Context: an optimization exercise on an open-source flow, tuned for small area. The choices shown serve that exercise and are no tape-out recipe. Only simulation tests tie the RTL to the original design; equivalence was not proved. Power figures rest on the tool's default switching activity, not on a simulated workload.

## flow/design.v

```verilog
`timescale 1ns/1ns
module frame_deser (
  input  logic         adc_clk,
  input  logic         dcm_reset,
  input  logic [31:0]  adc_in,
  input  logic         adc_sync,
  input  logic         adc_overrange,
  output logic [133:0] frame,
  output logic         frame_valid
);
  localparam int STAGES = 5;
  logic [1:0] slot;
  logic       valid_s1;
  logic       valid_s2;
  always_ff @(posedge adc_clk) begin
    if (dcm_reset) begin
      slot     <= '0;   
      valid_s1 <= 1'b0;
      valid_s2 <= 1'b0;
    end else begin
      slot     <= slot + 1'b1;   
      valid_s1 <= (slot == 2'd3);
      valid_s2 <= valid_s1;
    end
  end
  assign frame_valid = valid_s2;
  logic [31:0] data [STAGES];
  logic        sync [STAGES];
  logic        ovr  [STAGES];
  always_ff @(posedge adc_clk) begin
    data[0] <= adc_in;
    sync[0] <= adc_sync;
    ovr[0]  <= adc_overrange;
    for (int i = 1; i < STAGES; i++) begin
      data[i] <= data[i-1];
      sync[i] <= sync[i-1];
      ovr[i]  <= ovr[i-1];
    end
  end
  always_comb begin
    for (int n = 0; n < 4; n++) begin
      frame[102 + 8*n +: 8] = data[4-n][31:24];
      frame[70  + 8*n +: 8] = data[4-n][23:16];
      frame[38  + 8*n +: 8] = data[4-n][15:8];
      frame[6   + 8*n +: 8] = data[4-n][7:0];
      frame[2 + n]          = sync[4-n];
    end
    frame[0] = ovr[4] | ovr[3];
    frame[1] = ovr[2] | ovr[1];
  end
endmodule
`timescale 1ns/1ns
module frame_fifo (
  input  logic         adc_clk,
  input  logic         dcm_reset,
  input  logic [133:0] frame,
  input  logic         frame_valid,
  output logic [133:0] out_frame,
  output logic         out_valid,
  input  logic         out_ready,
  output logic         overflow
);
  localparam int FRAME_W    = 134;
  localparam int FIFO_DEPTH = 8;   
  logic [FRAME_W-1:0] mem [FIFO_DEPTH];
  logic [3:0]         wr_ptr;
  logic [3:0]         rd_ptr;
  logic full;
  logic wr_en;
  logic rd_en;
  assign out_valid = (wr_ptr != rd_ptr);
  assign full      = (wr_ptr == {~rd_ptr[3], rd_ptr[2:0]});
  assign rd_en     = out_valid & out_ready;
  assign wr_en     = frame_valid & (~full | rd_en);
  always_comb begin
    out_frame = '0;
    for (int k = 0; k < FIFO_DEPTH; k++) begin
      out_frame = out_frame | (mem[k] & {FRAME_W{rd_ptr[2:0] == 3'(k)}});
    end
  end
  always_ff @(posedge adc_clk) begin
    for (int k = 0; k < FIFO_DEPTH; k++) begin
      if (wr_en && wr_ptr[2:0] == 3'(k)) begin
        mem[k] <= frame;
      end
    end
  end
  always_ff @(posedge adc_clk) begin
    if (dcm_reset) begin
      wr_ptr <= '0;
      rd_ptr <= '0;
    end else begin
      if (wr_en) wr_ptr <= wr_ptr + 1'b1;
      if (rd_en) rd_ptr <= rd_ptr + 1'b1;
    end
  end
  always_ff @(posedge adc_clk) begin
    if (dcm_reset) begin
      overflow <= 1'b0;
    end else if (frame_valid & ~wr_en) begin
      overflow <= 1'b1;
    end
  end
endmodule
`timescale 1ns/1ns
module adc_capture_top #(
  parameter int EXTRA_REG = 1   
) (
  input  logic         adc_clk,
  input  logic         dcm_reset,
  input  logic [31:0]  adc_in,
  input  logic         adc_sync,
  input  logic         adc_overrange,
  output logic [133:0] out_frame,
  output logic         out_valid,
  input  logic         out_ready,
  output logic         overflow   
);
  logic [133:0] deser_frame;
  logic         deser_valid;   
  frame_deser u_frame_deser (
    .adc_clk       (adc_clk),
    .dcm_reset     (dcm_reset),
    .adc_in        (adc_in),
    .adc_sync      (adc_sync),
    .adc_overrange (adc_overrange),
    .frame         (deser_frame),
    .frame_valid   (deser_valid)
  );
  frame_fifo u_frame_fifo (
    .adc_clk     (adc_clk),
    .dcm_reset   (dcm_reset),
    .frame       (deser_frame),
    .frame_valid (deser_valid),
    .out_frame   (out_frame),
    .out_valid   (out_valid),
    .out_ready   (out_ready),
    .overflow    (overflow)
  );
endmodule
```

## flow/constraint.sdc

```tcl
create_clock -name core_clock -period 5.0 [get_ports {adc_clk}]
set_input_delay 1.0000 -clock core_clock [delete_from_list [all_inputs] [get_ports {adc_clk}]]
set_output_delay 1.0000 -clock core_clock [all_outputs]
set_load 0.01 [all_outputs]
```

## flow/flow/run.sh

```bash
#!/bin/bash
# Own flow: the standard layout (standard.sh) with three changes.
#  1. Synthesis runs synth_recipe.tcl unchanged but with an area-oriented
#     ABC mapping script (flow/abc_area_map.script) in place of ORFS's
#     abc_speed.script; registers, their names and cell types are as in the
#     standard synthesis, only the combinational mapping differs.
#  2. Ports are buffered with sky130_fd_sc_hd__buf_1.
#  3. The clock tree uses larger sink clusters and no dummy loads.
# Each step writes its full output to its own log in the work folder.
set -o pipefail
mkdir -p scripts_area
for f in "$FLOW_HOME"/scripts/*; do ln -sf "$f" scripts_area/; done
rm -f scripts_area/abc_speed.script
cp flow/abc_area_map.script scripts_area/abc_speed.script
bash standard.sh SCRIPTS_DIR=$PWD/scripts_area synth > synth.log 2>&1 || exit 1
export BUFFER_PORTS_ARGS="-buffer_cell sky130_fd_sc_hd__buf_1"
export CTS_ARGS="-sink_clustering_enable -repair_clock_nets -dont_use_dummy_load -sink_clustering_size 18 -sink_clustering_max_diameter 55 -buf_list sky130_fd_sc_hd__clkbuf_8"
bash standard.sh floorplan > floorplan.log 2>&1 || exit 1
bash standard.sh place > place.log 2>&1 || exit 1
bash standard.sh cts > cts.log 2>&1 || exit 1
bash standard.sh route > route.log 2>&1 || exit 1
bash standard.sh finish > finish.log 2>&1 || exit 1
```

## flow/standard.sh

```bash
#!/bin/bash
# synth_recipe.tcl (not shown) runs the flow's synth.tcl, then flattens the netlist and writes it again
# the make line also repeats each setting of config.mk as NAME=value (left out here)
make -C /OpenROAD-flow-scripts/flow DESIGN_CONFIG=/design/flow/config.mk WORK_HOME=/design/flow/orfs CLKGATE_MAP_FILE= SYNTH_SCRIPT=/design/flow/synth_recipe.tcl "${@:-finish}"
```

## flow/flow/abc_area_map.script

```
strash
&get -n
&fraig -x
&put
scorr
dc2
strash
&get -n
&dch -f
&nf
&put
```

## flow/config.mk

```make
export PLATFORM = sky130hd
export DESIGN_NAME = adc_capture_top
export DESIGN_NICKNAME = adc_capture_top
export VERILOG_FILES = /design/flow/design.v
export SDC_FILE = /design/flow/constraint.sdc
export NUM_CORES = 4
export LEC_CHECK = 0
export CAP_MARGIN = 20
export CORE_MARGIN = 2
export CORE_UTILIZATION = 65
export SLEW_MARGIN = 20
```

==> results.py <==
metrics = {
    "timing": {
        "finalSetupViolations": 0,
        "hold_viol": 0,
        "timing.fmax_mhz": 229,
        "fin_skew_ns": 0.0723,
        "slew_violations": 0,
        "finalCritPeriodShare": 0.872,
        "tightest_slew_ns": 1.35,
        "rsz0062_at_grt": "false",
        "slew_headroom": 0.103,
        "finalSetupTns_ns": 0,
        "min_period_ns": 4.36,
    },
    "global_routing": {
        "grt_start_max_net_pins": 135,
        "grt_pass1_vias": 20582,
        "grt_antenna_before_repair": 1,
        "grt-ovfl-total": 0,
        "gr-usage-all-layers": 0.269,
        "grt_pass1_wl_mm": 127,
    },
    "die": {
        "pin_count": 173,
        "start_util": 0.659,
        "placementRows": 91,
        "die_h_um": 254,
        "core_mm2": 0.0618,
        "die_area_mm2": 0.0647,
        "die_w_um": 254,
    },
    "yosys": {
        "syn_inst": 1865,
        "synth_edf_count": 1072,
        "async_flop_share": 0,
        "syn_area_mm2": 0.0407,
        "synth_top_flop_cell": "edfxtp_1",
        "yosysTopAreaCellShare": 0.791,
        "yosysTopAreaCell": "edfxtp_1",
        "synthTopCellsByCount": "edfxtp_1, a222oi_1, dfxtp_1",
        "yosysUniqueCellTypes": 24,
        "synth_area_per_cell_um2": 21.8,
        "ys_seq_area_frac": 0.881,
        "ys_ff_latch": 1255,
        "yosysWarnings": 6,
        "synth_most_common_cell": "edfxtp_1",
        "synth_nets": 1915,
        "netlist_top_cells_area": "edfxtp_1, dfxtp_1, a222oi_1",
    },
    "clock_tree": {
        "postCtsSetupRepairBufs": 0,
        "cts_resized": 0,
        "clock_latency_ns": 0.71,
        "cts.sinks": 1255,
        "htree_levels": 3,
        "ctsHoldBuffers": 0,
        "root_buffer": "clkbuf_8",
        "cts_buffer_depth": 3,
        "clk_pin_slew_ns": 0.10,
        "cts_tree": "built",
        "cts-buffers-inserted": 85,
    },
    "setup_path": {
        "crit_end": "out_frame[112]",
        "worstPathRequired_ns": 4.00,
        "r2r_cells": 6,
        "worstReg2RegEnd": "u_frame_fifo.mem[6][48]$_DFFE_PP_",
        "crit_fanout": 61,
        "reg2reg_slack_ns": 1.82,
        "crit_start": "u_frame_fifo.rd_ptr[2]$_SDFFE_PP0P_",
        "crit_path_end_kind": "output pin",
        "cp-start-kind": "flip-flop",
        "r2r-start": "u_frame_fifo.rd_ptr[2]$_SDFFE_PP0P_",
        "cp.arrival_ns": 3.36,
        "worstSetupPathType": "flip-flop to output pin",
    },
    "route": {
        "routed_via_density": 6.84,
        "drt_first_pass_iters": 8,
        "ant_nets": 0,
        "wire_per_inst_um": 28.7,
        "drt-initial-drc-count": 2970,
        "route.vias.total": 20597,
        "wirelength_mm": 86.5,
        "drc": 0,
    },
    "finish": {
        "drive_above_1_share": 0.0695,
        "layout-area-overhead-vs-synth_pct": 9.08,
        "final_area_mm2": 0.0444,
        "nets": 2224,
    },
    "power_and_ir_drop": {
        "p_leak_nw": 13.8,
        "p_total_mw": 17.6,
        "vdd_ir_drop_max_mv": 0.326,
        "powerDensity_mw_per_mm2": 397,
    },
    "place": {
        "numPortBuffers": 172,
        "dp_hpwl_mm": 43.2,
        "placed_area_mm2": 0.0432,
        "gp_congestion": 0.729,
    },
    "job": {
        "drv_cap": 0,
    },
    "hold_path": {
        "hold_path_class": "flip-flop to flip-flop",
    },
    "run_status": {
        "outcome": "finished clean",
    },
}
[power by group]
group | leakage (nW) | total (mW) | internal (mW) | switching [mW]
Combinational | 2.05 | 1.75 | 0.553 | 1.19
Clock | 0.611 | 4.35 | 1.53 | 2.82
Sequential | 11.2 | 11.6 | 11.4 | 0.135
[placed cells by master (no fill, tap or decap), drive strengths merged, types with 2 or more instances in the layout]
cell type  netlist  layout
nand3          135     135
nand2            3       3
nor3             2       2
a211oi           2       2
and2             5       5
o21bai           2       2
clkinv           7       7
buf              0     222
a22oi          134     134
xnor2            4       4
dfxtp          183     183
ha              13      13
clkbuf           0      85
nor2b            6       6
nand4            2       2
nor2            15      15
a222oi         268     268
a21oi            4       4
edfxtp        1072    1072
or2              2       2
[cell type report]
cell class | count | area [um2]
inverters | 7 | 26.3
fillers | 3716 | 17400
clock buffers | 85 | 1170
flip-flops and latches | 1255 | 35900
diodes | 1 | 2.50
multi-input cells | 603 | 4940
repair buffers | 222 | 1370
well taps | 837 | 1050
[routing by layer]
layer / wire length (um) / share of wire / up-vias / track usage
li1: - / - / 8826 / -
met1: 34700 / 0.40 / 10719 / 0.380
met2: 43100 / 0.50 / 933 / 0.445
met3: 7040 / 0.081 / 119 / 0.0428
met4: 1720 / 0.020 / 0 / 0.0739
met5: 0 / 0 / - / 0
[stage by stage]
step | worst slack, ns | cells | utilization | hold slack (ns)
6_report | 0.642 | 3010 | 0.718 | 0.298
5_1_grt | 0.479 | 3010 | 0.718 | 0.312
4_1_cts | 0.566 | 3009 | 0.718 | 0.301
3_5_place_dp | 1.30 | 2924 | 0.699 | 0.312
3_3_place_gp | 1.34 | 2924 | 0.699 | 0.311
2_1_floorplan | 0.0333 | 1865 | - | 0.310
[kinds of logic (layout without fill, tap and decap cells)]
| kind of cell | Yosys count | in the layout | share of synthesized area |
|---|---|---|---|
| XOR/XNOR | 5 | 5 | 0.00108 |
| adder cells (fa/ha/maj) | 13 | 13 | 0.00400 |
| AO/OA/AOI/OAI | 413 | 413 | 0.0924 |
| AND/OR/NAND/NOR | 171 | 171 | 0.0210 |
| buffers and inverters | 7 | 314 | 0.000645 |
| flip-flops | 1255 | 1255 | 0.881 |
| other | 0 | 1 | 0 |
| multiplexers | 1 | 1 | 0.000246 |
[flip-flops by register name, indices dropped and copies added, names as in the netlist]
register and flops:
u_frame_fifo.overflow 1, u_frame_fifo.rd_ptr 4, u_frame_deser.valid_s1 1, u_frame_deser.data 160, u_frame_fifo.wr_ptr 4, u_frame_fifo.mem 1072, u_frame_deser.ovr 5, u_frame_deser.slot 2
u_frame_deser.valid_s2 1, u_frame_deser.sync 5
[worst min path at each step]
stage / start / depth (start not counted) / end
detailed placement: u_frame_deser.data[0][13]$_DFF_P_ / 0 / u_frame_deser.data[1][13]$_DFF_P_
CTS: u_frame_deser.data[0][22]$_DFF_P_ / 0 / u_frame_deser.data[1][22]$_DFF_P_
global route: u_frame_deser.data[0][22]$_DFF_P_ / 0 / u_frame_deser.data[1][22]$_DFF_P_
finish: u_frame_deser.data[0][22]$_DFF_P_ / 0 / u_frame_deser.data[1][22]$_DFF_P_
floorplan: u_frame_deser.data[0][0]$_DFF_P_ / 0 / u_frame_deser.data[1][0]$_DFF_P_
global placement: u_frame_deser.data[0][27]$_DFF_P_ / 0 / u_frame_deser.data[1][27]$_DFF_P_
[worst max-delay path, stage by stage (launching register included)]
cell and delay [ns]:
dfxtp_1 0.70, and2_4 0.96, buf_4 0.42, a22oi_1 0.13
nand3_1 0.25, buf_1 0.19

-- separate check: timing with driven ports --
No port has a modelled driver above. Below, the same layout with a new extraction and two added sets of constraints.
Step 1 (the two cells are an assumption about what drives the block):
set clk [get_ports {adc_clk}]
set_driving_cell -lib_cell sky130_fd_sc_hd__clkbuf_16 $clk
set_driving_cell -lib_cell sky130_fd_sc_hd__buf_2 [delete_from_list [all_inputs] $clk]
Step 2 adds t to the input delays and takes it off the output delays; t is the mean of the earliest and latest rising clock arrival at the registers after step 1. Input paths then give back, and output paths get back, about the clock's delay inside the block.
Slacks: ideal / step 1 / step 2; pairs: ideal / step 1.
t (ns): 0.730
setup WS [ns]: 0.642 / 0.581 / 1.312
worst setup path after step 2: register to output
clock arrival spread, ns: 0.075 / 0.075
After both steps this run still meets setup and hold. For this run, drivers alone change the setup slack by -0.061 ns; drivers and shift together by +0.670 ns.
